What follows belongs to an exercise in optimizing a design on an open flow for small area; a production flow would make more cautious choices.
RTL that was checked went through simulation tests only; none was proved equivalent to the original.
No functional check of the RTL was part of run 2.
Power figures rest on the tool's default switching activity, not on a simulated workload.

## flow/design.v

```verilog
`default_nettype none
package commandTimersPkg;
    typedef enum logic [1:0] {
        opCheck = 2'b00,
        opWait  = 2'b01,
        opClear = 2'b10,
        opSet   = 2'b11
    } timerOp_e;
    typedef struct packed {
        logic                            isStore;
        logic                            cmdBit;
        logic [$clog2(8)-1:0] select;
        logic                            prescale;
        logic [27-1:0]     waitTime;
        logic [3:0]                      regDest;
    } timerCmd_t;
    typedef struct packed {
        logic [3:0]  regDest;
        logic [31:0] data;
    } timerResult_t;
endpackage
`default_nettype wire
`default_nettype none
module ioCommandInterface
#(
    parameter int dataWidth = 16
) (
    input  wire logic                 clk,
    input  wire logic                 arstN,
    input  wire logic                 ioInAck,
    output logic                      ioInReq,
    input  wire logic [3:0]           minorOpcodeIn,
    input  wire logic [3:0]           registerDestIn,
    input  wire logic [dataWidth-1:0] dataAddrIn,
    input  wire logic [dataWidth-1:0] dataIn,
    output logic                      cmdValid,
    input  wire logic                 cmdReady,
    output commandTimersPkg::timerCmd_t cmd
);
    localparam int wordWidth = 32;
    localparam int bufCount = (dataWidth >= wordWidth) ? 1 : wordWidth / dataWidth;
    localparam int idxBits = (bufCount > 1) ? $clog2(bufCount) : 1;
    localparam int selBits = $clog2(8);
    localparam int prescalePos = 27;
    localparam int selectLsb = 27 + 1;
    localparam int cmdBitPos = wordWidth - 1;
    logic [dataWidth-1:0] beatBuf [bufCount];
    logic [idxBits-1:0]   beatIdx;
    logic [wordWidth-1:0] cmdWord;
    logic                 beatFire;
    logic                 lastBeat;
    logic                 cmdTaken;
    assign ioInReq = !cmdValid;
    assign beatFire = ioInAck && ioInReq;
    assign cmdTaken = cmdValid && cmdReady;
    assign beatIdx = (bufCount > 1) ? dataAddrIn[idxBits-1:0] : '0;
    assign lastBeat = (beatIdx == idxBits'(bufCount - 1));
    always_comb begin
        cmdWord = '0;
        for (int i = 0; i < bufCount; i++) begin
            if (i == bufCount - 1) begin
                cmdWord[i*dataWidth +: dataWidth] = dataIn;
            end else begin
                cmdWord[i*dataWidth +: dataWidth] = beatBuf[i];
            end
        end
    end
    always_ff @(posedge clk) begin
        if (beatFire) begin
            beatBuf[beatIdx] <= dataIn;
        end
    end
    always_ff @(posedge clk) begin
        if (beatFire && lastBeat) begin
            cmd.isStore  <= minorOpcodeIn[2];
            cmd.cmdBit   <= cmdWord[cmdBitPos];
            cmd.select   <= cmdWord[selectLsb +: selBits];
            cmd.prescale <= cmdWord[prescalePos];
            cmd.waitTime <= cmdWord[27-1:0];
            cmd.regDest  <= registerDestIn;
        end
    end
    always_ff @(posedge clk or negedge arstN) begin
        if (!arstN) begin
            cmdValid <= 1'b0;
        end else if (beatFire && lastBeat) begin
            cmdValid <= 1'b1;
        end else if (cmdTaken) begin
            cmdValid <= 1'b0;
        end
    end
endmodule
`default_nettype wire
`default_nettype none
module timerCell
(
    input  wire logic        clk,
    input  wire logic        arstN,
    input  wire logic [31:0] counter,
    input  wire logic [31:0] deadlineIn,
    input  wire logic        cmdAccept,
    input  wire commandTimersPkg::timerOp_e op,
    input  wire logic [3:0]  regDestIn,
    output logic             timerInReq,
    output logic             timerOutAck,
    input  wire logic        timerOutReq,
    output commandTimersPkg::timerResult_t resultOut
);
    logic [31:0] deadline;
    logic [31:0] remaining;
    logic        armed;
    logic        busy;
    logic        waitPending;
    logic [3:0]  waitDest;
    logic        isStoreOp;
    logic        setAccept;
    logic        clearAccept;
    logic        checkAccept;
    logic        waitAccept;
    logic        waitDone;
    logic        resultTaken;
    assign remaining = deadline - counter;
    assign busy = armed && (remaining != '0) && !remaining[31];
    assign isStoreOp = (op == commandTimersPkg::opSet) || (op == commandTimersPkg::opClear);
    assign timerInReq = isStoreOp || (!timerOutAck && !waitPending);
    assign setAccept = cmdAccept && (op == commandTimersPkg::opSet);
    assign clearAccept = cmdAccept && (op == commandTimersPkg::opClear);
    assign checkAccept = cmdAccept && (op == commandTimersPkg::opCheck);
    assign waitAccept = cmdAccept && (op == commandTimersPkg::opWait);
    assign waitDone = waitPending && !busy;
    assign resultTaken = timerOutAck && timerOutReq;
    always_ff @(posedge clk) begin
        if (setAccept) begin
            deadline <= deadlineIn;
        end
    end
    always_ff @(posedge clk or negedge arstN) begin
        if (!arstN) begin
            armed <= 1'b0;
        end else if (setAccept) begin
            armed <= 1'b1;
        end else if (clearAccept || !busy) begin
            armed <= 1'b0;
        end
    end
    always_ff @(posedge clk or negedge arstN) begin
        if (!arstN) begin
            waitPending <= 1'b0;
        end else if (waitAccept) begin
            waitPending <= 1'b1;
        end else if (waitDone) begin
            waitPending <= 1'b0;
        end
    end
    always_ff @(posedge clk) begin
        if (waitAccept) begin
            waitDest <= regDestIn;
        end
    end
    always_ff @(posedge clk or negedge arstN) begin
        if (!arstN) begin
            timerOutAck <= 1'b0;
        end else if (checkAccept || waitDone) begin
            timerOutAck <= 1'b1;
        end else if (resultTaken) begin
            timerOutAck <= 1'b0;
        end
    end
    always_ff @(posedge clk) begin
        if (checkAccept) begin
            resultOut <= {regDestIn, 31'd0, busy};
        end else if (waitDone) begin
            resultOut <= {waitDest, 32'd0};
        end
    end
endmodule
`default_nettype wire
`default_nettype none
module commandTimers
(
    input  wire logic                         clk,
    input  wire logic                         arstN,
    input  wire logic                         ioInAck,
    output logic                              ioInReq,
    input  wire logic [3:0]                   minorOpcodeIn,
    input  wire logic [3:0]                   registerDestIn,
    input  wire logic [16-1:0] dataAddrIn,
    input  wire logic [16-1:0] dataIn,
    output logic      [8-1:0]      timerOutAck,
    input  wire logic [8-1:0]      timerOutReq,
    output logic [8*5-1:0]        resultOut
);
    localparam int selBits = $clog2(8);
    localparam int padBits = 32 - 27;
    logic [31:0]             counter;
    logic [31:0]             scaledWait;
    logic [31:0]             deadline;
    logic                    cmdValid;
    logic                    cmdReady;
    commandTimersPkg::timerCmd_t               cmd;
    commandTimersPkg::timerOp_e                op;
    logic [8-1:0] cellReq;
    logic [8-1:0] cmdAccept;
    logic [35:0]             cellResult [8];
    ioCommandInterface #(
        .dataWidth(16)
    ) i_ioCommandInterface (
        .clk           (clk),
        .arstN         (arstN),
        .ioInAck       (ioInAck),
        .ioInReq       (ioInReq),
        .minorOpcodeIn (minorOpcodeIn),
        .registerDestIn(registerDestIn),
        .dataAddrIn    (dataAddrIn),
        .dataIn        (dataIn),
        .cmdValid      (cmdValid),
        .cmdReady      (cmdReady),
        .cmd           (cmd)
    );
    always_ff @(posedge clk or negedge arstN) begin
        if (!arstN) begin
            counter <= '0;
        end else begin
            counter <= counter + 32'd1;
        end
    end
    always_comb begin
        scaledWait = {{padBits{1'b0}}, cmd.waitTime};
        if (cmd.prescale) begin
            scaledWait = scaledWait << 5;
        end
    end
    assign deadline = counter + scaledWait;
    assign op = commandTimersPkg::timerOp_e'({cmd.isStore, cmd.cmdBit});
    assign cmdReady = cellReq[cmd.select];
    for (genvar i = 0; i < 8; i++) begin : genTimer
        assign cmdAccept[i] = cmdValid && cmdReady && (cmd.select == selBits'(i));
        assign resultOut[i*5 +: 5] = {cellResult[i][35:32], cellResult[i][0]};
        timerCell i_timerCell (
            .clk        (clk),
            .arstN      (arstN),
            .counter    (counter),
            .deadlineIn (deadline),
            .cmdAccept  (cmdAccept[i]),
            .op         (op),
            .regDestIn  (cmd.regDest),
            .timerInReq (cellReq[i]),
            .timerOutAck(timerOutAck[i]),
            .timerOutReq(timerOutReq[i]),
            .resultOut  (cellResult[i])
        );
    end
endmodule
`default_nettype wire
```

## flow/constraint.sdc

```tcl
create_clock -name core_clock -period 7.0 [get_ports {clk}]
set_input_delay 1.4000 -clock core_clock [delete_from_list [all_inputs] [get_ports {clk}]]
set_output_delay 1.4000 -clock core_clock [all_outputs]
set_load 0.01 [all_outputs]
```

## flow/config.mk

```make
export PLATFORM = sky130hd
export DESIGN_NAME = commandTimers
export DESIGN_NICKNAME = commandTimers
export VERILOG_FILES = /design/flow/design.v
export SDC_FILE = /design/flow/constraint.sdc
export NUM_CORES = 4
export LEC_CHECK = 0
export CAP_MARGIN = 20
export CORE_MARGIN = 2
export CORE_UTILIZATION = 40
export SLEW_MARGIN = 20
```

## flow/run.sh

```bash
#!/bin/bash
# synth_recipe.tcl (not shown) runs the flow's synth.tcl, then flattens the netlist and writes it again
# the make line also repeats each setting of config.mk as NAME=value (left out here)
make -C /OpenROAD-flow-scripts/flow DESIGN_CONFIG=/design/flow/config.mk WORK_HOME=/design/flow/orfs CLKGATE_MAP_FILE= SYNTH_SCRIPT=/design/flow/synth_recipe.tcl finish
```

==> impl_metrics.ini, run 1 <==
[drt]
vias_per_cell = 6.05
drt_iter0_drc = 3099
antenna_left = 0
drc = 0
drt-total-wl_um = 104000
wl_per_cell_um = 24.1
first_pass_iters = 7
vias = 26166

[worst_hold_path]
min_from = i_ioCommandInterface.beatBuf[0][12]
holdPathEnd = i_ioCommandInterface.cmd[16]
worstHoldPathCells = 0
min_path_type = register to register

[setup_path]
worst-r2r-setup-slack_ns = 1.24
crit_buf_inv = 1
cp_data_required_time_ns = 7.35
crit_chain = inv_1 -> ha_1 -> o21ai_0 -> a21oi_1 -> nor4_1 -> o41ai_1 -> a31oi_1 -> xnor2_1 -> or4_1 -> a2111oi_0 -> nand4_1 -> o211ai_1 -> a21o_1
slowest_delay_ns = 0.90
arrival_ns = 6.11
crit_path_start_kind = register
r2r_start = counter[3]
worstReg2RegEnd = genTimer[2].i_timerCell.resultOut[32]
rr_worst_depth = 13
cp_max_fo = 10
critPathCaptureType = register
cpLargestDelayFamily = compound AO/OA/AOI/OAI gates
cp_slowest_cell = o41ai_1
worstSetupPathType = register to register

[floorplan]
start_util = 0.402
die_x_um = 283
rows = 102
core_sq_um = 77200
dieArea_sq_um = 79900
ios = 100
fp.dieH_um = 283

[clocking]
cts_htree_levels = 2
hold_buffers = 0
cts_resized = 0
clk_latency_ns = 0.67
cts.sinks = 438
clk_path_buf_depth = 3
cts_tree = done
clkTransAtPathRegs_ns = 0.06
cts_root_buf = clkbuf_16
cts_setup_buffers = 0
cts_buffers = 51

[power]
p_leak_nw = 13.0
ir_drop_v = 0.000200
power_density_nw_per_um2 = 170
power.total_mw = 5.97

[logic_synthesis]
ys.warnings.count = 4
synth_top_flop_cell = edfxtp_1
synth_seq_cells = 438
synth_nets = 3482
syn_avg_cell_area_sq_um = 9.89
syn_area_sq_um = 31100
synth.distinct_cells = 88
netlist_instances = 3142
synth-edff-count = 381
async_flop_share = 0.130
synth_seq_area_share = 0.414

[sta]
tns_ns = 0
worstMarginPinSlew_ns = 1.20
worst_slack_ns = 1.24
finalCritPeriodShare = 0.823
slew_viol_final = 0
hold_viol_final = 0
slew_headroom = 0.196
rsz0062_at_grt = false
max_freq_mhz = 174
fin_crit_ns = 5.76
setup_violations = 0
fin_worst_skew_ns = 0.0692
fin_hold_ws_ns = 0.418

[run]
max_cap_viol_count = 0

[layout]
final_common_cell = edfxtp_1
drive_above_1_share = 0.0792
multi_input_area_sq_um = 17400
antenna_cells = 0
syn_to_final_growth_pct = 13.3
n_fill_cell = 7338
seq_area_sq_um = 12900
finalNetCount = 3582
final_cell_count_no_fill = 4324
final_cell_mix = edfxtp_1, ha_1, a21oi_1

[placement]
pre_cts_ws_ns = 1.38
dpl.hpwl_um = 75500
portBuffers = 81
dp_cells = 4228
gp_congestion = 0.961

[global_routing]
grt_overflow_total = 0
antenna_found_initial = 17
grt_pass1_vias = 23909
grt_max_degree = 58
grt_pass1_wl_um = 152000
grt_usage = 0.256

[status]
outcome = timing/DRC/antenna clean
==> synthesized netlist by cell type (66+ instances only) <==
cell type  instances  area (sq um)
xnor2_1          125          1090
nor2_1           225           845
a21oi_1          253          1270
a21o_1            91           683
o21ai_0          174           871
nor3_1            66           330
inv_1            149           559
ha_1             280          3500
nand2_1          230           863
nand3_1           79           395
edfxtp_1         381         11400
clkbuf_1          79           297
==> sequential cells by signal, summed over array words and instances, names as in the netlist <==
signal	cells
i_ioCommandInterface.beatBuf	16
genTimer.i_timerCell.timerOutAck	8
genTimer.i_timerCell.deadline	256
genTimer.i_timerCell.armed	8
genTimer.i_timerCell.waitDest	32
genTimer.i_timerCell.waitPending	8
counter	32
genTimer.i_timerCell.resultOut	40
i_ioCommandInterface.cmdValid	1
i_ioCommandInterface.cmd	37
==> per-layer routing <==
metal | share of wire | GRT usage
met1 | 0.44 | 0.362
met2 | 0.44 | 0.398
met3 | 0.080 | 0.0342
met4 | 0.041 | 0.0952
met5 | 0 | 0
==> worst max-delay path by stage <==
stage                     depth (start not counted)                                     to  slack, ns  startpoint
final                                            13  genTimer[2].i_timerCell.resultOut[32]       1.24  counter[3]
after floorplan                                  14   genTimer[0].i_timerCell.resultOut[0]       2.21  counter[1]
after global placement                           14  genTimer[2].i_timerCell.resultOut[32]       1.35  counter[3]
after global routing                             14  genTimer[2].i_timerCell.resultOut[32]       1.09  counter[5]
after CTS                                        14  genTimer[2].i_timerCell.resultOut[34]       1.38  counter[3]
after detailed placement                         14  genTimer[2].i_timerCell.resultOut[34]       1.38  counter[3]
==> logic make-up after synthesis <==
logic type | after synthesis | synth area share
buffers and inverters | 241 | 0.0302
DFF | 438 | 0.414
and+or+nand+nor | 975 | 0.158
muxes | 77 | 0.0270
xor gates and xnor gates | 174 | 0.0490
adders and majority gates | 289 | 0.119
AOI/OAI and AO/OA | 948 | 0.203
==> area by class of cell <==
class | instances | share of cell area
timing repair buffer | 139 | 0.0356
tap | 1040 | 0.0369
clock buffer | 59 | 0.0377
sequential | 438 | 0.365
inverter | 149 | 0.0159
clock inverter | 36 | 0.0131
multi-input combinational | 2463 | 0.495
==> report_power, final <==
part           internal (mW)  leakage, nW  total, mW  switching, mW
Sequential              2.87         4.25       2.88         0.0179
Clock                   1.64        0.843       2.83           1.19
Combinational         0.0802         7.89      0.262          0.182
==> worst reg2reg max path, stage by stage, from the launching register on <==
cell       delay (ns)
dfrtp_1          0.42
inv_1            0.63
ha_1             0.33
o21ai_0          0.10
a21oi_1          0.39
nor4_1           0.14
o41ai_1          0.90
a31oi_1          0.35
xnor2_1          0.21
or4_1            0.43
a2111oi_0        0.54
nand4_1          0.20
o211ai_1         0.50
a21o_1           0.37
==> through the flow <==
| stage | utilization | area [sq um] |
|---|---|---|
| global placement | 0.432 | 33400 |
| floorplan | - | 31100 |
| finish | 0.456 | 35200 |
| global route | 0.456 | 35200 |
| CTS | 0.456 | 35200 |
| detailed placement | 0.433 | 33400 |
==> run 2: changes to the inputs <==
==> flow/design.v (replaced) <==
`default_nettype none
package commandTimersPkg;
    typedef enum logic [1:0] {
        opCheck = 2'b00,
        opWait  = 2'b01,
        opClear = 2'b10,
        opSet   = 2'b11
    } timerOp_e;
    typedef struct packed {
        logic                            isStore;
        logic                            cmdBit;
        logic [$clog2(8)-1:0] select;
        logic                            prescale;
        logic [27-1:0]     waitTime;
        logic [3:0]                      regDest;
    } timerCmd_t;
    typedef struct packed {
        logic [3:0]  regDest;
        logic [31:0] data;
    } timerResult_t;
endpackage
`default_nettype wire
`default_nettype none
module commandTimers
(
    input  wire logic                         clk,
    input  wire logic                         arstN,
    input  wire logic                         ioInAck,
    output logic                              ioInReq,
    input  wire logic [3:0]                   minorOpcodeIn,
    input  wire logic [3:0]                   registerDestIn,
    input  wire logic [16-1:0] dataAddrIn,
    input  wire logic [16-1:0] dataIn,
    output logic      [8-1:0]      timerOutAck,
    input  wire logic [8-1:0]      timerOutReq,
    output logic [8*5-1:0]        resultOut
);
    localparam int NT = 8;
    logic [30:0] counter;
    logic [15:0] lowHalf;
    logic        cmdValid;
    logic        pStore;
    logic        pBusy;      
    logic [2:0]  pSel;
    logic [3:0]  pTag;
    logic        beatFire;
    logic        highFire;
    logic [26:0] waitTime;
    logic        prescale;
    logic [31:0] scaledWait;
    logic        waitOk;
    logic [30:0] deadlineIn;
    logic [30:0]   deadline [NT];
    logic [NT-1:0] busy;
    logic [NT-1:0] waitPending;
    logic [NT-1:0] slotTag0, slotTag1, slotTag2, slotTag3;
    logic [NT-1:0] slotData;
    logic [NT-1:0] ready;
    logic [NT-1:0] accept;
    assign ioInReq  = !cmdValid;
    assign beatFire = ioInAck && !cmdValid;
    assign highFire = beatFire && dataAddrIn[0];
    assign waitTime = {dataIn[10:0], lowHalf};
    assign prescale = dataIn[11];
    assign scaledWait = prescale ? {waitTime, 5'd0} : {5'd0, waitTime};
    assign waitOk = prescale ? ((waitTime != '0) && (!waitTime[26] || (waitTime[25:0] == '0)))
                             : (waitTime[26:1] != '0);
    assign deadlineIn = counter + scaledWait[30:0];
    always_ff @(posedge clk or negedge arstN) begin
        if (!arstN) begin
            counter <= '0;
        end else begin
            counter <= counter + 31'd1;
        end
    end
    always_ff @(posedge clk) begin
        if (beatFire && !dataAddrIn[0]) begin
            lowHalf <= dataIn;
        end
    end
    always_ff @(posedge clk) begin
        if (!cmdValid) begin
            pStore <= minorOpcodeIn[2];
            pBusy  <= dataIn[15] && (!minorOpcodeIn[2] || waitOk);
            pSel   <= dataIn[14:12];
            pTag   <= registerDestIn;
        end
    end
    always_ff @(posedge clk or negedge arstN) begin
        if (!arstN) begin
            cmdValid <= 1'b0;
        end else if (highFire) begin
            cmdValid <= 1'b1;
        end else if (accept != '0) begin
            cmdValid <= 1'b0;
        end
    end
    for (genvar i = 0; i < NT; i++) begin : genTimer
        assign ready[i]  = pStore || (!timerOutAck[i] && !waitPending[i]);
        assign accept[i] = cmdValid && (pSel == 3'(i)) && ready[i];
        always_ff @(posedge clk) begin
            if (highFire && minorOpcodeIn[2] && (dataIn[14:12] == 3'(i))) begin
                deadline[i] <= deadlineIn;
            end
        end
        always_ff @(posedge clk or negedge arstN) begin
            if (!arstN) begin
                busy[i] <= 1'b0;
            end else if (accept[i] && pStore) begin
                busy[i] <= pBusy;
            end else if (counter == deadline[i]) begin
                busy[i] <= 1'b0;
            end
        end
        always_ff @(posedge clk or negedge arstN) begin
            if (!arstN) begin
                waitPending[i] <= 1'b0;
            end else if (accept[i] && !pStore && pBusy) begin
                waitPending[i] <= 1'b1;
            end else if (!busy[i]) begin
                waitPending[i] <= 1'b0;
            end
        end
        always_ff @(posedge clk or negedge arstN) begin
            if (!arstN) begin
                timerOutAck[i] <= 1'b0;
            end else if (timerOutAck[i]) begin
                timerOutAck[i] <= !timerOutReq[i];
            end else begin
                timerOutAck[i] <= (accept[i] && !pStore && !pBusy) || (waitPending[i] && !busy[i]);
            end
        end
        always_ff @(posedge clk) begin
            if (accept[i] && !pStore) begin
                {slotTag3[i], slotTag2[i], slotTag1[i], slotTag0[i]} <= pTag;
                slotData[i] <= !pBusy && busy[i];
            end
        end
        assign resultOut[i*5 +: 5] = {slotTag3[i], slotTag2[i], slotTag1[i], slotTag0[i], slotData[i]};
    end
endmodule
`default_nettype wire
==> run 2 against run 1 <==
  * Clock skew down 0.047 ns
  * Non-clock buffer count down 13
  * Sequential power down 11%
  * Power down 15%
  * Sequential cell count down 69
  * Die area down 46%
  * Clock power down 25%
  * Largest cell class is now flip-flops and latches
  * Highest routed layer unchanged
==> impl_metrics.ini, run 2 <==
[status]
outcome = timing/DRC/antenna clean

[sta]
slew_headroom = 0.186
fin_crit_ns = 4.75
slew_viol_final = 0
setup_violations = 0
max_freq_mhz = 210
fin_worst_skew_ns = 0.0219
finalCritPeriodShare = 0.679
worstMarginPinSlew_ns = 1.22
rsz0062_at_grt = false
hold_viol_final = 0
tns_ns = 0
worst_slack_ns = 2.25

[drt]
drt_iter0_drc = 882
drc = 0
drt-total-wl_um = 48700
vias_per_cell = 5.48
first_pass_iters = 5
vias = 10321
wl_per_cell_um = 25.8
antenna_left = 0

[layout]
largestRegisters = deadline (248), counter (31), lowHalf (16)
finalNetCount = 1404
antenna_cells = 0
largest_register = deadline
drive_above_1_share = 0.118
final_cell_mix = edfxtp_1, xor2_1, xnor2_1
syn_to_final_growth_pct = 18.2
largest_register_ff_count = 248
final_common_cell = edfxtp_1

[logic_synthesis]
synth_top_flop_cell = edfxtp_1
netlist_top_cells_area = edfxtp_1, xor2_1, dfrtp_1
netlist_instances = 1200
synth_seq_cells = 369
synth_seq_area_share = 0.645
ys_top_cells_by_count = edfxtp_1, xor2_1, xnor2_1
synth-edff-count = 313
yosysMostFrequentCell = edfxtp_1
syn_avg_cell_area_sq_um = 14.0
yosys.area.top_type = edfxtp_1
ys.warnings.count = 2
syn_area_sq_um = 16700
async_flop_share = 0.152
synth.distinct_cells = 60
synth_top_area_frac = 0.561
synth_nets = 1283

[clocking]
cts_htree_levels = 2
cts_resized = 0
clk_path_buf_depth = 3
cts_tree = done
cts_setup_buffers = 0
cts_buffers = 40
clkTransAtPathRegs_ns = 0.06
clk_latency_ns = 0.56
hold_buffers = 0
cts.sinks = 369
cts_root_buf = clkbuf_16

[setup_path]
worstSetupPathType = input pin to register
arrival_ns = 4.98
crit_path_start_kind = input pin
critPathCaptureType = register
cp_data_required_time_ns = 7.22
cp_max_fo = 34

[floorplan]
core_sq_um = 41100
rows = 74
start_util = 0.407
dieArea_sq_um = 43500
ios = 100
fp.dieH_um = 209
die_x_um = 209

[power]
combPwrFrac = 0.076
power_density_nw_per_um2 = 256
pwr-share-clk = 0.419
switching_share = 0.232
ir_drop_v = 0.000152
internal_power_mw = 3.89
p_leak_nw = 7.20
p_switching_mw = 1.17
p_seq_frac = 0.505

[global_routing]
antenna_found_initial = 2
grt_pass1_wl_um = 70500
grt_overflow_total = 0
grt_pass1_vias = 10046
grt_usage = 0.227
grt_max_degree = 57

[placement]
pre_cts_ws_ns = 1.79
portBuffers = 81
dpl.hpwl_um = 32000
gp_congestion = 0.862

[run]
max_cap_viol_count = 0

[worst_hold_path]
min_path_type = register to register
[run 2: changes by cell type after synthesis, moves of 131 or more]
cell,before,now
nand2_1,230,53
o21ai_0,174,23
a21oi_1,253,32
ha_1,280,31
inv_1,149,18
nor2_1,225,46
[run 2: area by class of cell]
class / instances / area [sq um]
Sequential cell: 369 / 10800
Timing Repair Buffer: 126 / 1140
Tap cell: 532 / 666
Clock inverter: 20 / 205
Fill cell: 3626 / 21300
Multi-Input combinational cell: 765 / 5800
Inverter: 19 / 71.3
Clock buffer: 54 / 1110
[run 2: cell families after synthesis]
family,Yosys count,synth area share
AO/OA/AOI/OAI,123,0.0501
multiplexers,22,0.0148
AND/OR/NAND/NOR,282,0.0900
buffers and inverters,66,0.0158
flip-flops,369,0.645
adder cells (fa/ha/maj),32,0.0244
XOR/XNOR,306,0.160
[run 2: metal layers]
| metal | GRT usage | vias up | share of wire |
|---|---|---|---|
| met3 | 0.0436 | 63 | 0.076 |
| met2 | 0.360 | 372 | 0.46 |
| met1 | 0.316 | 5221 | 0.44 |
| met5 | 0 | - | 0 |
| li1 | - | 4665 | - |
| met4 | 0.0685 | 0 | 0.024 |
[run 2: metrics by stage]
stage | hold slack, ns | total power, mW | area (sq um) | std cells | utilization
after floorplan | 0.500 | 2.74 | 16700 | 1200 | -
after global placement | 0.507 | 2.97 | 18400 | 1811 | 0.449
after detailed placement | 0.513 | 2.98 | 18500 | 1811 | 0.449
after CTS | 0.521 | 5.10 | 19800 | 1885 | 0.481
after global routing | 0.582 | 5.22 | 19800 | 1885 | 0.482
final | 0.548 | 5.06 | 19800 | 1885 | 0.482
[run 2: critical path: stages]
cell             delay [ns]
clkdlybuf4s50_1        0.39
buf_4                  0.26
nor2b_1                0.17
ha_1                   0.18
inv_1                  0.06
fa_1                   0.43
nor2b_1                0.23
o2111ai_2              0.16
a21boi_2               0.31
a211oi_4               0.15
o21bai_2               0.28
a31oi_1                0.16
xnor2_1                0.76
[run 2: worst paths after layout]
check,slack [ns],endpoint,cells past startpoint,startpoint
setup / recovery,2.25,deadline[0][30],13,dataIn[11]
hold / removal,0.55,timerOutAck[6],1,timerOutAck[6]
setup reg to reg,3.24,deadline[0][30],11,counter[0]
hold reg to reg,0.55,timerOutAck[6],1,timerOutAck[6]
max in group asynchronous,5.36,counter[16],2,arstN
min in group asynchronous,1.01,counter[23],2,arstN
[run 2: power by group through the flow]
| stage | Clock [mW] | Combinational, mW | Sequential, mW |
|---|---|---|---|
| after floorplan | 0 | 0.167 | 2.58 |
| after global placement | 0 | 0.377 | 2.59 |
| after detailed placement | 0 | 0.382 | 2.59 |
| after CTS | 2.16 | 0.383 | 2.55 |
| after global routing | 2.24 | 0.418 | 2.56 |
| final | 2.12 | 0.386 | 2.55 |
==> run 3: changes to the inputs <==
--- a/flow/design.v
+++ b/flow/design.v
@@ -37,5 +37,5 @@
 );
     localparam int NT = 8;
-    logic [30:0] counter;
+    logic [2:0]  phase;
     logic [15:0] lowHalf;
     logic        cmdValid;
@@ -46,10 +46,18 @@
     logic        beatFire;
     logic        highFire;
+    logic        setWrite;
+    logic [2:0]  sel;
     logic [26:0] waitTime;
     logic        prescale;
     logic [31:0] scaledWait;
     logic        waitOk;
-    logic [30:0] deadlineIn;
-    logic [30:0]   deadline [NT];
+    logic [2:0]  ringPos;
+    logic [2:0]  untilPass;
+    logic [31:0] passSpan;
+    logic        nearIn;
+    logic [2:0]  lastLoIn;
+    logic [27:0]   ring [NT];
+    logic [2:0]    lastLo [NT];
+    logic [NT-1:0] near;       
     logic [NT-1:0] busy;
     logic [NT-1:0] waitPending;
@@ -61,4 +69,6 @@
     assign beatFire = ioInAck && !cmdValid;
     assign highFire = beatFire && dataAddrIn[0];
+    assign setWrite = highFire && minorOpcodeIn[2];
+    assign sel      = dataIn[14:12];
     assign waitTime = {dataIn[10:0], lowHalf};
     assign prescale = dataIn[11];
@@ -66,10 +76,14 @@
     assign waitOk = prescale ? ((waitTime != '0) && (!waitTime[26] || (waitTime[25:0] == '0)))
                              : (waitTime[26:1] != '0);
-    assign deadlineIn = counter + scaledWait[30:0];
+    assign ringPos = phase + 3'd1 - sel;
+    assign untilPass = 3'd0 - ringPos;
+    assign nearIn = (scaledWait[31:4] == '0) && ({1'b0, scaledWait[3:0]} <= {2'b0, untilPass} + 5'd1);
+    assign passSpan = scaledWait - 32'(untilPass) - 32'd2;
+    assign lastLoIn = phase + scaledWait[2:0];
     always_ff @(posedge clk or negedge arstN) begin
         if (!arstN) begin
-            counter <= '0;
+            phase <= '0;
         end else begin
-            counter <= counter + 31'd1;
+            phase <= phase + 3'd1;
         end
     end
@@ -83,5 +97,5 @@
             pStore <= minorOpcodeIn[2];
             pBusy  <= dataIn[15] && (!minorOpcodeIn[2] || waitOk);
-            pSel   <= dataIn[14:12];
+            pSel   <= sel;
             pTag   <= registerDestIn;
         end
@@ -96,10 +110,28 @@
         end
     end
+    for (genvar s = 0; s < NT; s++) begin : genRing
+        always_ff @(posedge clk) begin
+            if (setWrite && (ringPos == 3'(s))) begin
+                ring[s] <= passSpan[30:3];
+            end else if (s == 1) begin
+                ring[s] <= ring[0] - 28'd1;
+            end else begin
+                ring[s] <= ring[(s + NT - 1) % NT];
+            end
+        end
+    end
     for (genvar i = 0; i < NT; i++) begin : genTimer
         assign ready[i]  = pStore || (!timerOutAck[i] && !waitPending[i]);
         assign accept[i] = cmdValid && (pSel == 3'(i)) && ready[i];
         always_ff @(posedge clk) begin
-            if (highFire && minorOpcodeIn[2] && (dataIn[14:12] == 3'(i))) begin
-                deadline[i] <= deadlineIn;
+            if (setWrite && (sel == 3'(i))) begin
+                lastLo[i] <= lastLoIn;
+            end
+        end
+        always_ff @(posedge clk) begin
+            if (setWrite && (sel == 3'(i))) begin
+                near[i] <= nearIn;
+            end else if (phase == 3'(i)) begin
+                near[i] <= (ring[0] == '0);
             end
         end
@@ -109,5 +141,5 @@
             end else if (accept[i] && pStore) begin
                 busy[i] <= pBusy;
-            end else if (counter == deadline[i]) begin
+            end else if (near[i] && (phase == lastLo[i])) begin
                 busy[i] <= 1'b0;
             end
==> run 3 against run 2 <==
  * Still clean on timing, DRC and antenna
  * Non-clock buffer count fell by 15
  * Synthesized cell count rose by 15%
  * Fmax fell by 13%
  * Clock skew fell by 0.0085 ns
  * Sequential power rose by 13%
  * Clock-buffer cell count fell by 5
  * Cell count rose by 2.3%
==> impl_metrics.ini, run 3 <==
[clocking]
hold_buffers = 0
clk_latency_ns = 0.53
cts_root_buf = clkbuf_16
cts_setup_buffers = 0
cts.sinks = 349
cts_resized = 0
cts_htree_levels = 2
clkTransAtPathRegs_ns = 0.06
cts_buffers = 37
cts_tree = done
clk_path_buf_depth = 3

[global_routing]
grt_pass1_wl_um = 56300
grt_max_degree = 42
antenna_found_initial = 0
grt_overflow_total = 0
grt_usage = 0.194
grt_pass1_vias = 9834

[floorplan]
fp.dieH_um = 193
dieArea_sq_um = 37300
core_sq_um = 35400
ios = 100
die_x_um = 193
start_util = 0.404
rows = 69

[layout]
largest_register = ring
largest_register_ff_count = 224
final_common_cell = dfxtp_1
syn_to_final_growth_pct = 17.7
antenna_cells = 0
n_fill_cell = 3334
final_cell_count_no_fill = 1928
final_cell_mix = dfxtp_1, nand2_1, nor2_1
largestRegisters = ring (224), lastLo (24), lowHalf (16)
drive_above_1_share = 0.102
finalNetCount = 1512
final_cell_area_sq_um = 16800

[logic_synthesis]
synth_top_family_by_area = simple AND/OR/NAND/NOR gates
synth.distinct_cells = 75
syn_avg_cell_area_sq_um = 10.4
syn_area_sq_um = 14300
synth-simple-area-share = 0.148
ys_top_cells_by_count = dfxtp_1, nand2_1, nor2_1
synth_xor_area_frac = 0.0360
synth-edff-count = 97
synth_seq_cells = 349
yosys.area.top_type = dfxtp_1
synthAdderAreaFrac = 0.0203
async_flop_share = 0.0802
netlist_instances = 1377
synth_compound_area_frac = 0.148
synth_seq_area_share = 0.567
synthMuxAreaShare = 0.0464
synth_top_flop_cell = dfxtp_1
yosysMostFrequentCell = dfxtp_1
netlist_top_cells_area = dfxtp_1, edfxtp_1, dfrtp_1
synth_nets = 1450
ys.warnings.count = 3
synth_top_area_frac = 0.314

[setup_path]
cp_max_fo = 12
arrival_ns = 5.87
worst-r2r-setup-slack_ns = 1.92
critPathCaptureType = register
crit_path_start_kind = input pin
crit_chain = clkdlybuf4s50_1 -> ha_1 -> fa_1 -> xor3_1 -> ha_1 -> ha_1 -> inv_1 -> ha_1 -> nand4bb_1 -> buf_4 -> o211ai_1 -> nor3_2 -> nand2_1 -> a221o_1
slowest_delay_ns = 0.60
worstSetupPathType = input pin to register
cp_data_required_time_ns = 7.41
worstSetupStartpoint = dataIn[12]
path_common_cell = ha_1
cp_slowest_cell = clkdlybuf4s50_1
rr_worst_depth = 15
worstReg2RegEnd = ring[7][18]
r2r_start = phase[0]

[drt]
wl_per_cell_um = 18.5
drt-total-wl_um = 35700
first_pass_iters = 5
vias = 10465
drt_iter0_drc = 665
vias_per_cell = 5.43
drc = 0
antenna_left = 0

[placement]
portBuffers = 81
dpl.hpwl_um = 23900
place_area_sq_um = 15600
dp_cells = 1861
gp_congestion = 0.867

[sta]
setup_violations = 0
tns_ns = 0
max_freq_mhz = 183
fin_hold_ws_ns = 0.422
rsz0062_at_grt = false
slew_viol_final = 0
worstMarginPinSlew_ns = 1.05
finalCritPeriodShare = 0.780
slew_headroom = 0.300
fin_worst_skew_ns = 0.0134
fin_crit_ns = 5.46
hold_viol_final = 0

[worst_hold_path]
min_path_type = register to register
holdPathEnd = ring[5][22]
worstHoldPathCells = 2
min_from = ring[4][22]

[power]
ir_drop_v = 0.000238
power_density_nw_per_um2 = 341
p_leak_nw = 6.50
power.total_mw = 5.74

[status]
outcome = timing/DRC/antenna clean

[run]
max_cap_viol_count = 0
-- run 3: cell types whose count changed after synthesis, sizes merged, moves of 76 or more --
cell and delta:
dfxtp +224, edfxtp -216, nor2 +78, o21ai +76, xnor2 -80, xor2 -170
-- run 3: cell families after synthesis --
group,Yosys count
multiplexers,62
AND/OR/NAND/NOR,435
flip-flops,349
buffers and inverters,123
adder cells (fa/ha/maj),22
AO/OA/AOI/OAI,329
XOR/XNOR,57
-- run 3: power by group --
part / switching, mW / total, mW / internal, mW
registers: 0.226 / 2.88 / 2.65
logic: 0.446 / 0.870 / 0.425
clock network: 0.799 / 1.99 / 1.20
total: 1.47 / 5.74 / 4.27
-- run 3: area by class of cell --
cell class / instances / area, sq um / share of cell area
multi-input combinational: 905 / 5740 / 0.341
clock inverter: 18 / 174 / 0.0103
clock buffer: 49 / 1080 / 0.0640
timing repair buffer: 111 / 1030 / 0.0613
sequential: 349 / 8100 / 0.481
inverter: 35 / 131 / 0.00781
tap: 461 / 577 / 0.0343
-- run 3: per-stage QoR --
step / setup WS, ns / util
2_1_floorplan: 1.81 / -
3_3_place_gp: 1.10 / 0.440
3_5_place_dp: 1.04 / 0.440
4_1_cts: 1.54 / 0.475
5_1_grt: 1.21 / 0.475
6_report: 1.54 / 0.475
-- run 3: worst max-delay path, delay by kind of cell --
kind	cells	cell delay [ns]
XOR/XNOR	1	0.41
AND/OR/NAND/NOR	3	1.08
AO/OA/AOI/OAI	2	0.57
adder cells (fa/ha/maj)	5	1.58
buffers and inverters	3	0.81
-- run 3: worst max-delay path by stage --
stage	slack, ns	end	cells after the start
after floorplan	1.81	ring[1][23]	14
after global placement	1.10	ring[1][23]	14
after detailed placement	1.04	ring[1][14]	14
after CTS	1.54	ring[1][14]	14
after global routing	1.21	ring[1][14]	14
final	1.54	ring[7][18]	14
-- run 3: metal layers --
metal | up-vias | GRT usage | wire length (um)
met4 | 0 | 0.0536 | 848
met2 | 281 | 0.321 | 16500
met5 | - | 0 | 0
li1 | 5111 | - | -
met1 | 5017 | 0.265 | 16500
met3 | 56 | 0.0273 | 1890
==> run 4: changes to the inputs <==
--- a/flow/design.v
+++ b/flow/design.v
@@ -52,5 +52,13 @@
     logic [31:0] scaledWait;
     logic        waitOk;
+    logic [11:0] highBits;   
+    logic        late;       
+    logic [2:0]  ringSel;
+    logic [26:0] ringWait;
+    logic        ringPrescale;
+    logic [31:0] ringScaled;
+    logic        ringWrite;
     logic [2:0]  ringPos;
+    logic [2:0]  ringUntil;
     logic [2:0]  untilPass;
     logic [31:0] passSpan;
@@ -76,9 +84,19 @@
     assign waitOk = prescale ? ((waitTime != '0) && (!waitTime[26] || (waitTime[25:0] == '0)))
                              : (waitTime[26:1] != '0);
-    assign ringPos = phase + 3'd1 - sel;
-    assign untilPass = 3'd0 - ringPos;
+    assign untilPass = sel - phase - 3'd1;
     assign nearIn = (scaledWait[31:4] == '0) && ({1'b0, scaledWait[3:0]} <= {2'b0, untilPass} + 5'd1);
-    assign passSpan = scaledWait - 32'(untilPass) - 32'd2;
     assign lastLoIn = phase + scaledWait[2:0];
+    assign ringSel = late ? pSel : sel;
+    assign ringWait = {late ? highBits[10:0] : dataIn[10:0], lowHalf};
+    assign ringPrescale = late ? highBits[11] : dataIn[11];
+    assign ringScaled = ringPrescale ? {ringWait, 5'd0} : {5'd0, ringWait};
+    assign ringPos = phase + 3'd1 - ringSel;
+    assign ringWrite = late || (setWrite && !ringPos[0]);
+    assign ringUntil = 3'd0 - ringPos;
+    assign passSpan = ringScaled - 32'(ringUntil) - 32'd2 - 32'(late);
+    always_ff @(posedge clk) begin
+        highBits <= dataIn[11:0];
+        late     <= setWrite && ringPos[0];
+    end
     always_ff @(posedge clk or negedge arstN) begin
         if (!arstN) begin
@@ -112,5 +130,5 @@
     for (genvar s = 0; s < NT; s++) begin : genRing
         always_ff @(posedge clk) begin
-            if (setWrite && (ringPos == 3'(s))) begin
+            if ((s % 2 == 0) && ringWrite && (ringPos == 3'(s))) begin
                 ring[s] <= passSpan[30:3];
             end else if (s == 1) begin
--- a/flow/config.mk
+++ b/flow/config.mk
@@ -8,4 +8,5 @@
 export CAP_MARGIN = 20
 export CORE_MARGIN = 2
-export CORE_UTILIZATION = 40
+export CORE_UTILIZATION = 60
+export CTS_BUF_LIST = sky130_fd_sc_hd__clkbuf_4
 export SLEW_MARGIN = 20
==> run 4 against run 3 <==
  * Still clean on timing, DRC and antenna
  * Clock skew is 0.031 ns higher
  * Cell count is 17% lower
  * Combinational power is 29% lower
  * Worst setup slack worse by 0.28 ns
  * Fmax is 4.8% lower
  * Synthesized cell count is 19% lower
  * Critical path type unchanged
  * Largest power group unchanged
  * Highest routed layer unchanged
==> impl_metrics.ini, run 4 <==
[sta]
worst_slack_ns = 1.26
fin_worst_skew_ns = 0.0445
max_freq_mhz = 174
tns_ns = 0
hold_viol_final = 0
setup_violations = 0
fin_crit_ns = 5.74
finalCritPeriodShare = 0.819
slew_viol_final = 0
rsz0062_at_grt = false
slew_headroom = 0.354
worstMarginPinSlew_ns = 0.966
fin_hold_ws_ns = 0.301

[worst_hold_path]
min_path_type = register to register

[setup_path]
arrival_ns = 6.25
cp_slowest_cell = a221o_2
worstSetupPathType = input pin to register
cp_data_required_time_ns = 7.51
path_common_cell = ha_1
crit_path_start_kind = input pin
crit_chain = clkdlybuf4s50_1 -> mux2_2 -> ha_1 -> fa_1 -> xor2_1 -> xnor2_1 -> ha_1 -> ha_1 -> inv_1 -> ha_1 -> nor2b_1 -> a221o_2 -> a221oi_4 -> nand3_4 -> nor4_4 -> xor2_1 -> o21ai_0
critPathCaptureType = register
slowest_delay_ns = 0.48
cp_max_fo = 7

[global_routing]
grt_overflow_total = 0
grt_usage = 0.241
antenna_found_initial = 1
grt_pass1_wl_um = 44600
grt_max_degree = 39
grt_pass1_vias = 8689

[logic_synthesis]
synth-edff-count = 97
synth-simple-area-share = 0.106
syn_avg_cell_area_sq_um = 12.0
async_flop_share = 0.0773
synth_top_flop_cell = dfxtp_1
synth_nets = 1187
synthAdderAreaFrac = 0.0271
synth_top_family_by_area = simple AND/OR/NAND/NOR gates
synth_compound_area_frac = 0.0853
synth.distinct_cells = 62
synth_top_area_frac = 0.357
syn_area_sq_um = 13300
netlist_instances = 1109
netlist_top_cells_area = dfxtp_1, edfxtp_1, dfrtp_1
yosysMostFrequentCell = dfxtp_1
synth_seq_cells = 362
synth_xor_area_frac = 0.0501
synthMuxAreaShare = 0.0776
ys_top_cells_by_count = dfxtp_1, nand2_1, edfxtp_1
yosys.area.top_type = dfxtp_1
synth_seq_area_share = 0.629
ys.warnings.count = 3

[layout]
final_common_cell = dfxtp_1
fin_util = 0.713
largestRegisters = ring (224), lastLo (24), lowHalf (16)
drive_above_1_share = 0.169
seq_area_sq_um = 8360
multi_input_area_sq_um = 4620
syn_to_final_growth_pct = 16.9
largest_register = ring
final_cell_mix = dfxtp_1, clkbuf_4, nand2_1
n_fill_cell = 1618
largest_register_ff_count = 224
finalNetCount = 1334

[drt]
drc = 0
drt-total-wl_um = 27800
vias_per_cell = 5.47
first_pass_iters = 5
antenna_left = 0
vias = 8782
drt_iter0_drc = 464
wl_per_cell_um = 17.3

[floorplan]
fp.dieH_um = 153
ios = 100
rows = 54
core_sq_um = 21800
die_x_um = 153
dieArea_sq_um = 23300
start_util = 0.610

[power]
internal_power_mw = 3.80
p_seq_frac = 0.560
switching_share = 0.257
p_leak_nw = 6.26
pwr-share-clk = 0.319
ir_drop_v = 0.000231
p_switching_mw = 1.32
combPwrFrac = 0.121
power_density_nw_per_um2 = 329

[clocking]
cts_tree = done
cts.sinks = 362
cts_resized = 0
clk_path_buf_depth = 3
cts_setup_buffers = 0
cts_buffers = 86
clkTransAtPathRegs_ns = 0.06
hold_buffers = 0
cts_root_buf = clkbuf_4
cts_htree_levels = 3
clk_latency_ns = 0.69

[placement]
portBuffers = 81
dpl.hpwl_um = 18400
gp_congestion = 0.840
pre_cts_ws_ns = 0.595

[run]
max_cap_viol_count = 0

[status]
outcome = timing/DRC/antenna clean
==> run 4: changes by cell type in the layout (fill, tap and decap cells not counted), sizes merged, moves of 12 or more <==
cell	delta
clkbuf	+76
mux2	+22
a21oi	-27
xor2	+20
o21ai	-31
mux2i	+12
a31oi	-65
nor2	-68
dfxtp	+13
nand2	-19
clkinv	+17
nor4	-18
buf	-12
==> run 4: cells by family after synthesis <==
group / count (synthesis)
AOI/OAI and AO/OA: 174
xor gates and xnor gates: 76
adders and majority gates: 27
buffers and inverters: 81
DFF: 362
muxes: 96
and+or+nand+nor: 293
==> run 4: path summary, 6_finish.rpt <==
check                           start             end  slack, ns  cells past startpoint
setup reg to reg             phase[0]     ring[2][25]       1.45                     17
min in group asynchronous       arstN        phase[1]       1.12                      2
hold reg to reg            ring[6][9]      ring[7][9]       0.30                      0
max in group asynchronous       arstN  waitPending[1]       5.58                      2
hold / removal             ring[6][9]      ring[7][9]       0.30                      0
setup / recovery           dataIn[12]     ring[2][25]       1.26                     17
==> run 4: power groups by stage <==
stage	logic, mW	clock network [mW]	registers [mW]
after floorplan	0.421	0	2.85
after global placement	0.601	0	2.89
after detailed placement	0.615	0	2.90
after CTS	0.624	1.68	2.86
after global routing	0.693	1.79	2.92
final	0.618	1.63	2.86
==> run 4: through the flow <==
| stage | total power, mW | cell area, sq um | std cells |
|---|---|---|---|
| 3_3_place_gp | 3.49 | 14400 | 1448 |
| 5_1_grt | 5.40 | 15500 | 1606 |
| 2_1_floorplan | 3.27 | 13300 | 1109 |
| 6_report | 5.11 | 15500 | 1606 |
| 3_5_place_dp | 3.52 | 14400 | 1448 |
| 4_1_cts | 5.17 | 15500 | 1604 |
==> run 4: critical path, delay by kind of cell <==
family / cells / cell delay (ns)
mux: 1 / 0.28
compound gates: 3 / 1.07
buf+inv: 2 / 0.49
xor+xnor: 3 / 0.88
simple gates: 3 / 0.65
fa+ha+maj: 5 / 1.46
==> run 4: cell type report <==
type                            count  share of cell area
Sequential cell                   362               0.539
Inverter                           40             0.00968
Clock buffer                      125              0.0605
Clock inverter                     31             0.00927
Tap cell                          280              0.0226
Multi-Input combinational cell    666               0.298
Antenna cell                        2            0.000323
Timing Repair Buffer              100              0.0614
==> run 4: routing by layer <==
metal,part of all wire,track usage
met2,0.49,0.403
met4,0.026,0.105
met3,0.050,0.0515
met1,0.44,0.305
met5,0,0
==> run 5: changes to the inputs <==
--- a/flow/config.mk
+++ b/flow/config.mk
@@ -8,5 +8,4 @@
 export CAP_MARGIN = 20
 export CORE_MARGIN = 2
-export CORE_UTILIZATION = 60
-export CTS_BUF_LIST = sky130_fd_sc_hd__clkbuf_4
+export CORE_UTILIZATION = 40
 export SLEW_MARGIN = 20
==> run 5 against run 4 <==
  * Still clean on timing, DRC and antenna
  * Area after synthesis unchanged
  * Clock-buffer cell count down 76
  * Sequential share of layout area decreased by 1.3 points
  * Clock skew down 0.026 ns
  * Critical path depth unchanged
  * Via count shrank 3.4%
  * Highest routed layer is now met5
==> impl_metrics.ini, run 5 <==
[floorplan]
rows = 66
ios = 100
die_x_um = 186
start_util = 0.407
dieArea_sq_um = 34700
fp.dieH_um = 186
core_sq_um = 32600

[run]
max_cap_viol_count = 0

[power]
p_switching_mw = 1.31
combPwrFrac = 0.113
switching_share = 0.241
ir_drop_v = 0.000215
internal_power_mw = 4.14
pwr-share-clk = 0.362
p_seq_frac = 0.524
power_density_nw_per_um2 = 343
p_leak_nw = 6.26

[setup_path]
r2r_start = phase[0]
slowest_delay_ns = 0.48
cp_data_required_time_ns = 7.36
rr_worst_depth = 17
cp_max_fo = 7
critPathCaptureType = register
crit_chain = clkdlybuf4s50_1 -> mux2_2 -> ha_1 -> fa_1 -> xor2_1 -> xnor2_1 -> ha_1 -> ha_1 -> inv_1 -> ha_1 -> nor2b_1 -> a221o_2 -> a221oi_4 -> nand3_4 -> nor4_4 -> xor2_1 -> o21ai_0
arrival_ns = 6.21
path_common_cell = ha_1
worstSetupPathType = input pin to register
cp.depth = 17
cpLargestDelayFamily = adder cells
crit_buf_inv = 2
cp_slowest_cell = a221o_2
crit_path_start_kind = input pin
worstSetupStartpoint = dataIn[12]

[logic_synthesis]
synth_top_flop_cell = dfxtp_1
netlist_instances = 1109
syn_avg_cell_area_sq_um = 12.0
synth_nets = 1187
synth_seq_cells = 362
synth_top_area_frac = 0.357
yosys.area.top_type = dfxtp_1
async_flop_share = 0.0773
synth.distinct_cells = 62
yosysMostFrequentCell = dfxtp_1
ys_top_cells_by_count = dfxtp_1, nand2_1, edfxtp_1
netlist_top_cells_area = dfxtp_1, edfxtp_1, dfrtp_1
synth-edff-count = 97
syn_area_sq_um = 13300
ys.warnings.count = 3
synth_seq_area_share = 0.629

[sta]
rsz0062_at_grt = false
finalCritPeriodShare = 0.836
worstMarginPinSlew_ns = 0.992
max_freq_mhz = 171
tns_ns = 0
slew_headroom = 0.336
fin_crit_ns = 5.85
setup_violations = 0
slew_viol_final = 0
fin_worst_skew_ns = 0.0187
hold_viol_final = 0
worst_slack_ns = 1.15

[clocking]
cts_buffers = 38
cts_htree_levels = 2
hold_buffers = 0
cts_tree = done
cts_resized = 0
clkTransAtPathRegs_ns = 0.06
clk_latency_ns = 0.52
cts_setup_buffers = 0
cts_root_buf = clkbuf_16
clk_path_buf_depth = 3
cts.sinks = 362

[drt]
vias_per_cell = 5.05
drc = 0
first_pass_iters = 5
drt-total-wl_um = 28300
antenna_left = 0
drt_iter0_drc = 496
vias = 8480
wl_per_cell_um = 16.8

[worst_hold_path]
min_from = ring[6][5]
min_path_type = register to register
worstHoldPathCells = 0

[global_routing]
grt_pass1_vias = 8219
antenna_found_initial = 1
grt_max_degree = 46
grt_usage = 0.167
grt_pass1_wl_um = 44800
grt_overflow_total = 0

[placement]
dpl.hpwl_um = 19100
pre_cts_ws_ns = 0.599
place_area_sq_um = 14600
gp_congestion = 0.867
portBuffers = 81

[layout]
fin_util = 0.487
drive_above_1_share = 0.128
final_cell_mix = dfxtp_1, nand2_1, edfxtp_1
largestRegisters = ring (224), lastLo (24), lowHalf (16)
largest_register = ring
final_common_cell = dfxtp_1
finalNetCount = 1287
largest_register_ff_count = 224
antenna_cells = 0
syn_to_final_growth_pct = 19.8
final_cell_area_sq_um = 15900

[status]
outcome = timing/DRC/antenna clean
run 5: cell counts after synthesis:
No cell type changed its count.
run 5: path summary, 6_finish.rpt:
path	to	slack [ns]
worst max-delay path	ring[4][25]	1.15
worst min-delay path	ring[7][5]	0.32
worst max register to register	ring[4][25]	1.52
worst min register to register	ring[7][5]	0.32
max in group asynchronous	cmdValid	5.44
min in group asynchronous	timerOutAck[6]	1.27
run 5: power by group through the flow:
stage                     sequential, mW  combinational (mW)  clock (mW)
after detailed placement            2.90               0.622           0
after CTS                           2.86               0.628        2.03
final                               2.86               0.617        1.97
after floorplan                     2.85               0.421           0
after global placement              2.89               0.612           0
after global routing                2.91               0.705        2.12
run 5: area by class of cell:
type                       count  area [sq um]
clock buffer                  49          1070
inverter                      40           150
multi-input combinational    666          4620
fill                        2973         16700
sequential                   362          8360
tap                          442           553
clock inverter                20           183
timing repair buffer         101           961
run 5: stage by stage:
stage | power [mW] | instances | hold WS, ns
4_1_cts | 5.52 | 1680 | 0.321
3_5_place_dp | 3.52 | 1611 | 0.312
3_3_place_gp | 3.50 | 1611 | 0.310
2_1_floorplan | 3.27 | 1109 | 0.310
5_1_grt | 5.74 | 1680 | 0.326
6_report | 5.45 | 1680 | 0.320
run 5: cells by family after synthesis:
| kind of cell | Yosys count | share of synthesized area |
|---|---|---|
| fa+ha+maj | 27 | 0.0271 |
| xor+xnor | 76 | 0.0501 |
| flops | 362 | 0.629 |
| simple gates | 293 | 0.106 |
| buf+inv | 81 | 0.0238 |
| compound gates | 174 | 0.0853 |
| mux | 96 | 0.0776 |
run 5: routing by layer:
metal,part of all wire,vias to the layer above,routed length [um],track usage
li1,-,4128,-,-
met1,0.47,4094,13300,0.227
met2,0.46,209,12900,0.274
met3,0.053,47,1510,0.0288
met4,0.019,2,545,0.0476
met5,0.00046,-,13,0
==> run 6: changes to the inputs <==
--- a/flow/config.mk
+++ b/flow/config.mk
@@ -8,4 +8,7 @@
 export CAP_MARGIN = 20
 export CORE_MARGIN = 2
-export CORE_UTILIZATION = 40
+export CORE_UTILIZATION = 60
+export CTS_BUF_LIST = sky130_fd_sc_hd__clkbuf_16
+export CTS_CLUSTER_DIAMETER = 80
+export CTS_CLUSTER_SIZE = 30
 export SLEW_MARGIN = 20
==> run 6 against run 5 <==
  * Clock-buffer cell count is 32 lower
  * Area after synthesis stayed put
  * Non-clock buffer count is 1 lower
  * Clock power is 46% lower
  * Clock skew is 0.0021 ns higher
  * Core utilization is 20 points higher
  * Largest power group unchanged
==> impl_metrics.ini, run 6 <==
[status]
outcome = timing/DRC/antenna clean

[drt]
first_pass_iters = 4
wl_per_cell_um = 18.3
drt-total-wl_um = 26900
drc = 0
vias_per_cell = 5.63
vias = 8293
antenna_left = 0
drt_iter0_drc = 450

[logic_synthesis]
ys.warnings.count = 3
netlist_instances = 1109
netlist_top_cells_area = dfxtp_1, edfxtp_1, dfrtp_1
synth_top_area_frac = 0.357
async_flop_share = 0.0773
syn_avg_cell_area_sq_um = 12.0
synth_compound_area_frac = 0.0853
synthMuxAreaShare = 0.0776
synth.distinct_cells = 62
synthAdderAreaFrac = 0.0271
yosysMostFrequentCell = dfxtp_1
synth_top_flop_cell = dfxtp_1
synth_nets = 1187
synth_xor_area_frac = 0.0501
synth-edff-count = 97
synth-simple-area-share = 0.106
synth_top_family_by_area = simple AND/OR/NAND/NOR gates
syn_area_sq_um = 13300
synth_seq_cells = 362
yosys.area.top_type = dfxtp_1
synth_seq_area_share = 0.629
ys_top_cells_by_count = dfxtp_1, nand2_1, edfxtp_1

[layout]
largest_register = ring
largest_register_ff_count = 224
finalNetCount = 1264
final_cell_count_no_fill = 1474
n_fill_cell = 1640
syn_to_final_growth_pct = 12.3
final_cell_area_sq_um = 14900
drive_above_1_share = 0.0930
largestRegisters = ring (224), lastLo (24), lowHalf (16)
final_cell_mix = dfxtp_1, nand2_1, edfxtp_1
antenna_cells = 0
final_common_cell = dfxtp_1

[setup_path]
cp_data_required_time_ns = 7.39
arrival_ns = 6.29
crit_path_start_kind = input pin
worstSetupPathType = input pin to register
rr_worst_depth = 17
critPathCaptureType = register
cp_slowest_cell = a211oi_1
slowest_delay_ns = 0.60
path_common_cell = ha_1
worstReg2RegEnd = ring[2][13]
cp_max_fo = 7
r2r_start = phase[0]
worst-r2r-setup-slack_ns = 1.43
crit_chain = clkdlybuf4s50_1 -> mux2_2 -> ha_1 -> fa_1 -> xor2_1 -> xnor2_1 -> ha_1 -> ha_1 -> inv_1 -> ha_1 -> nor2b_1 -> a221o_2 -> a211oi_1 -> nand2_1 -> a21oi_1 -> o21ai_0 -> mux2_2
worstSetupStartpoint = dataIn[12]

[clocking]
clk_latency_ns = 0.51
clkTransAtPathRegs_ns = 0.11
cts_root_buf = clkbuf_16
cts_resized = 0
cts_setup_buffers = 0
cts.sinks = 362
cts_htree_levels = 1
cts_buffers = 16
hold_buffers = 0
cts_tree = done
clk_path_buf_depth = 3

[power]
ir_drop_v = 0.000271
power.total_mw = 4.54
p_leak_nw = 5.87
power_density_nw_per_um2 = 305

[worst_hold_path]
min_path_type = register to register
worstHoldPathCells = 0
min_from = ring[6][3]
holdPathEnd = ring[7][3]

[global_routing]
grt_overflow_total = 0
antenna_found_initial = 0
grt_pass1_vias = 8054
grt_pass1_wl_um = 43200
grt_usage = 0.231
grt_max_degree = 39

[sta]
rsz0062_at_grt = false
fin_worst_skew_ns = 0.0208
finalCritPeriodShare = 0.842
slew_viol_final = 0
slew_headroom = 0.353
tns_ns = 0
hold_viol_final = 0
max_freq_mhz = 170
worstMarginPinSlew_ns = 0.967
fin_crit_ns = 5.90
setup_violations = 0

[run]
max_cap_viol_count = 0

[placement]
dpl.hpwl_um = 18400
dp_cells = 1448
place_area_sq_um = 14400
gp_congestion = 0.840
portBuffers = 81

[floorplan]
start_util = 0.610
ios = 100
rows = 54
fp.dieH_um = 153
dieArea_sq_um = 23300
die_x_um = 153
core_sq_um = 21800
[run 6: cell counts after synthesis]
No cell type changed its count.
[run 6: stage by stage]
stage                     setup slack, ns  hold WS, ns   util
after floorplan                      1.72        0.310      -
after global placement              0.718        0.310  0.663
after detailed placement            0.595        0.312  0.663
after CTS                            1.10        0.330  0.685
after global routing                0.838        0.334  0.685
final                                1.10        0.325  0.685
[run 6: layer usage]
metal,track usage,vias to the layer above,routed length (um)
met4,0.0785,0,903
li1,-,4044,-
met5,0,-,0
met1,0.312,4009,12100
met3,0.0321,57,1160
met2,0.388,183,12800
[run 6: worst max path at each step]
stage | slack (ns) | to
floorplan | 1.72 | ring[2][25]
global placement | 0.72 | ring[4][25]
detailed placement | 0.60 | ring[2][25]
CTS | 1.10 | ring[2][25]
global route | 0.84 | ring[2][13]
finish | 1.10 | ring[2][13]
[run 6: layout make-up]
class,count,area (sq um),area share
Tap cell,280,350,0.0235
Timing Repair Buffer,100,953,0.0640
Clock buffer,17,425,0.0285
Clock inverter,9,50.0,0.00336
Inverter,40,150,0.0101
Multi-Input combinational cell,666,4620,0.310
Sequential cell,362,8360,0.561
[run 6: worst max-delay path: cells and delay by family]
kind	cells	cell delay, ns
multiplexers	2	0.64
XOR/XNOR	2	0.50
AO/OA/AOI/OAI	4	1.48
buffers and inverters	2	0.49
AND/OR/NAND/NOR	2	0.31
adder cells (fa/ha/maj)	5	1.46
[run 6: cell families after synthesis]
kind of cell | Yosys count
AO/OA/AOI/OAI | 174
XOR/XNOR | 76
AND/OR/NAND/NOR | 293
buffers and inverters | 81
multiplexers | 96
flip-flops | 362
adder cells (fa/ha/maj) | 27
[run 6: report_power, final]
part | internal [mW] | switching (mW) | total [mW]
Clock | 0.452 | 0.619 | 1.07
Sequential | 2.66 | 0.197 | 2.86
Combinational | 0.301 | 0.315 | 0.616
Total | 3.41 | 1.13 | 4.54
==> run 7: changes to the inputs <==
--- a/flow/config.mk
+++ b/flow/config.mk
@@ -9,6 +9,6 @@
 export CORE_MARGIN = 2
 export CORE_UTILIZATION = 60
-export CTS_BUF_LIST = sky130_fd_sc_hd__clkbuf_16
-export CTS_CLUSTER_DIAMETER = 80
-export CTS_CLUSTER_SIZE = 30
+export CTS_BUF_LIST = sky130_fd_sc_hd__clkbuf_8
+export CTS_CLUSTER_DIAMETER = 60
+export CTS_CLUSTER_SIZE = 18
 export SLEW_MARGIN = 20
==> run 7 against run 6 <==
  * Synthesized cell count is the same
  * Clock power shrank about 10%
  * Critical path type unchanged
  * Still clean on timing, DRC and antenna
  * Via count shrank 0.11%
  * Power shrank 2.5%
==> impl_metrics.ini, run 7 <==
[status]
outcome = timing/DRC/antenna clean

[layout]
largestRegisters = ring (224), lastLo (24), lowHalf (16)
final_cell_count_no_fill = 1484
syn_to_final_growth_pct = 11.8
antenna_cells = 0
finalNetCount = 1272
final_common_cell = dfxtp_1
largest_register = ring
final_cell_mix = dfxtp_1, nand2_1, edfxtp_1
largest_register_ff_count = 224
n_fill_cell = 1659
drive_above_1_share = 0.0997

[floorplan]
fp.dieH_um = 153
dieArea_sq_um = 23300
ios = 100
rows = 54
core_sq_um = 21800
die_x_um = 153
start_util = 0.610

[clocking]
clk_latency_ns = 0.57
cts_root_buf = clkbuf_8
hold_buffers = 0
clk_path_buf_depth = 3
cts.sinks = 362
clkTransAtPathRegs_ns = 0.11
cts_htree_levels = 1
cts_tree = done
cts_resized = 0
cts_buffers = 24
cts_setup_buffers = 0

[logic_synthesis]
syn_avg_cell_area_sq_um = 12.0
synth-edff-count = 97
yosys.area.top_type = dfxtp_1
netlist_top_cells_area = dfxtp_1, edfxtp_1, dfrtp_1
synth_seq_cells = 362
async_flop_share = 0.0773
netlist_instances = 1109
synth_seq_area_share = 0.629
syn_area_sq_um = 13300
synth_top_area_frac = 0.357
synth.distinct_cells = 62
yosysMostFrequentCell = dfxtp_1
synth_top_flop_cell = dfxtp_1
synth_nets = 1187
ys_top_cells_by_count = dfxtp_1, nand2_1, edfxtp_1
ys.warnings.count = 3

[sta]
fin_worst_skew_ns = 0.0282
hold_viol_final = 0
rsz0062_at_grt = false
tns_ns = 0
slew_viol_final = 0
max_freq_mhz = 172
fin_crit_ns = 5.80
worstMarginPinSlew_ns = 0.932
finalCritPeriodShare = 0.829
setup_violations = 0
slew_headroom = 0.376

[setup_path]
cp_data_required_time_ns = 7.44
worst-r2r-setup-slack_ns = 1.46
worstReg2RegEnd = ring[2][25]
cp_max_fo = 7
worstSetupStartpoint = dataIn[12]
crit_path_start_kind = input pin
r2r_start = phase[0]
arrival_ns = 6.24
rr_worst_depth = 17
worstSetupPathType = input pin to register
critPathCaptureType = register
crit_end = ring[2][25]

[placement]
dpl.hpwl_um = 18400
dp_cells = 1448
portBuffers = 81
gp_congestion = 0.840

[drt]
antenna_left = 0
wl_per_cell_um = 18.0
vias = 8284
first_pass_iters = 5
drt_iter0_drc = 444
drt-total-wl_um = 26800
drc = 0
vias_per_cell = 5.58

[power]
p_leak_nw = 5.86
power.total_mw = 4.43
power_density_nw_per_um2 = 299
ir_drop_v = 0.000285

[global_routing]
grt_pass1_vias = 7992
grt_overflow_total = 0
grt_pass1_wl_um = 43100
grt_max_degree = 39
grt_usage = 0.231
antenna_found_initial = 0

[run]
max_cap_viol_count = 0

[worst_hold_path]
min_path_type = register to register
-- run 7: cell counts after synthesis --
No cell type changed its count.
-- run 7: area by class of cell --
cell class	count	area (sq um)	share of cell area
clock buffer	26	358	0.0241
timing repair buffer	100	953	0.0642
clock inverter	10	50.0	0.00337
multi-input combinational	666	4620	0.311
sequential	362	8360	0.563
inverter	40	150	0.0101
tap	280	350	0.0236
-- run 7: per-layer routing --
metal  up-vias  GRT usage  share of wire
met5         -          0              0
met2       206      0.389           0.47
li1       4057          -              -
met4         0     0.0701          0.026
met3        44     0.0324          0.049
met1      3977      0.314           0.45
-- run 7: where the power goes --
part / switching [mW] / internal (mW) / total (mW)
logic: 0.313 / 0.301 / 0.613
clock network: 0.616 / 0.345 / 0.961
registers: 0.198 / 2.66 / 2.86
-- run 7: kinds of logic after synthesis --
logic type / count (synthesis) / synth area share
AND/OR/NAND/NOR: 293 / 0.106
adder cells (fa/ha/maj): 27 / 0.0271
AO/OA/AOI/OAI: 174 / 0.0853
XOR/XNOR: 76 / 0.0501
buffers and inverters: 81 / 0.0238
multiplexers: 96 / 0.0776
flip-flops: 362 / 0.629
-- run 7: worst min path at each step --
stage / cells after the start / endpoint / start
after detailed placement: 0 / ring[5][14] / ring[4][14]
after global placement: 0 / ring[3][2] / ring[2][2]
after global routing: 0 / ring[5][15] / ring[4][15]
after floorplan: 0 / ring[3][0] / ring[2][0]
final: 0 / ring[7][18] / ring[6][18]
after CTS: 0 / ring[5][15] / ring[4][15]
-- run 7: worst max-delay path, stage by stage --
cell,delay (ns)
clkdlybuf4s50_1,0.45
mux2_2,0.28
ha_1,0.20
fa_1,0.39
xor2_1,0.17
xnor2_1,0.33
ha_1,0.30
ha_1,0.28
inv_1,0.04
ha_1,0.29
nor2b_1,0.13
a221o_2,0.48
a221oi_4,0.42
nand3_4,0.16
nor4_4,0.36
xor2_1,0.39
o21ai_0,0.17
-- run 7: through the flow --
| step | setup slack (ns) | hold WS [ns] | utilization | instance area, sq um |
|---|---|---|---|---|
| final | 1.20 | 0.319 | 0.682 | 14800 |
| after global routing | 0.934 | 0.329 | 0.682 | 14800 |
| after CTS | 1.18 | 0.329 | 0.682 | 14800 |
| after detailed placement | 0.595 | 0.312 | 0.663 | 14400 |
| after global placement | 0.718 | 0.310 | 0.663 | 14400 |
| after floorplan | 1.72 | 0.310 | - | 13300 |

==> afterwards: timing with drivers on the ports <==
No port has a modelled driver above. Below, the same layouts with a new extraction and two added sets of constraints. Step 1, drivers: a clkbuf_16 drives clk and a buf_2 each remaining input, both assumed. Step 2, shift: input delay + t, output delay - t, t = (earliest + latest rising clock arrival at the registers) / 2. This alone moves slack from input paths to output paths. a / b / c = ideal / step 1 / step 2; a / b = the first two.
| run | shift t [ns] | slack for setup (ns) | worst setup path after step 2 | worst register clock-pin slew, ns | worst slew at a driven data input, ns |
|---|---|---|---|---|---|
| run 1 | 0.693 | 1.241 / 1.241 / 1.241 | register to register | 0.07 / 0.07 | 0.06 |
| run 2 | 0.604 | 2.247 / 2.277 / 1.673 | input to register | 0.06 / 0.06 | 0.06 |
| run 3 | 0.575 | 1.542 / 1.574 / 1.000 | input to register | 0.07 / 0.07 | 0.09 |
| run 4 | 0.707 | 1.265 / 1.282 / 0.575 | input to register | 0.08 / 0.08 | 0.08 |
| run 5 | 0.556 | 1.151 / 1.174 / 0.618 | input to register | 0.06 / 0.06 | 0.09 |
| run 6 | 0.550 | 1.105 / 1.129 / 0.579 | input to register | 0.11 / 0.11 | 0.07 |
| run 7 | 0.605 | 1.196 / 1.217 / 0.613 | input to register | 0.12 / 0.12 | 0.07 |
After both steps every run listed still meets setup and hold. For run 4, which loses most, drivers alone change the setup slack by +0.017 ns; drivers and shift together by -0.690 ns.
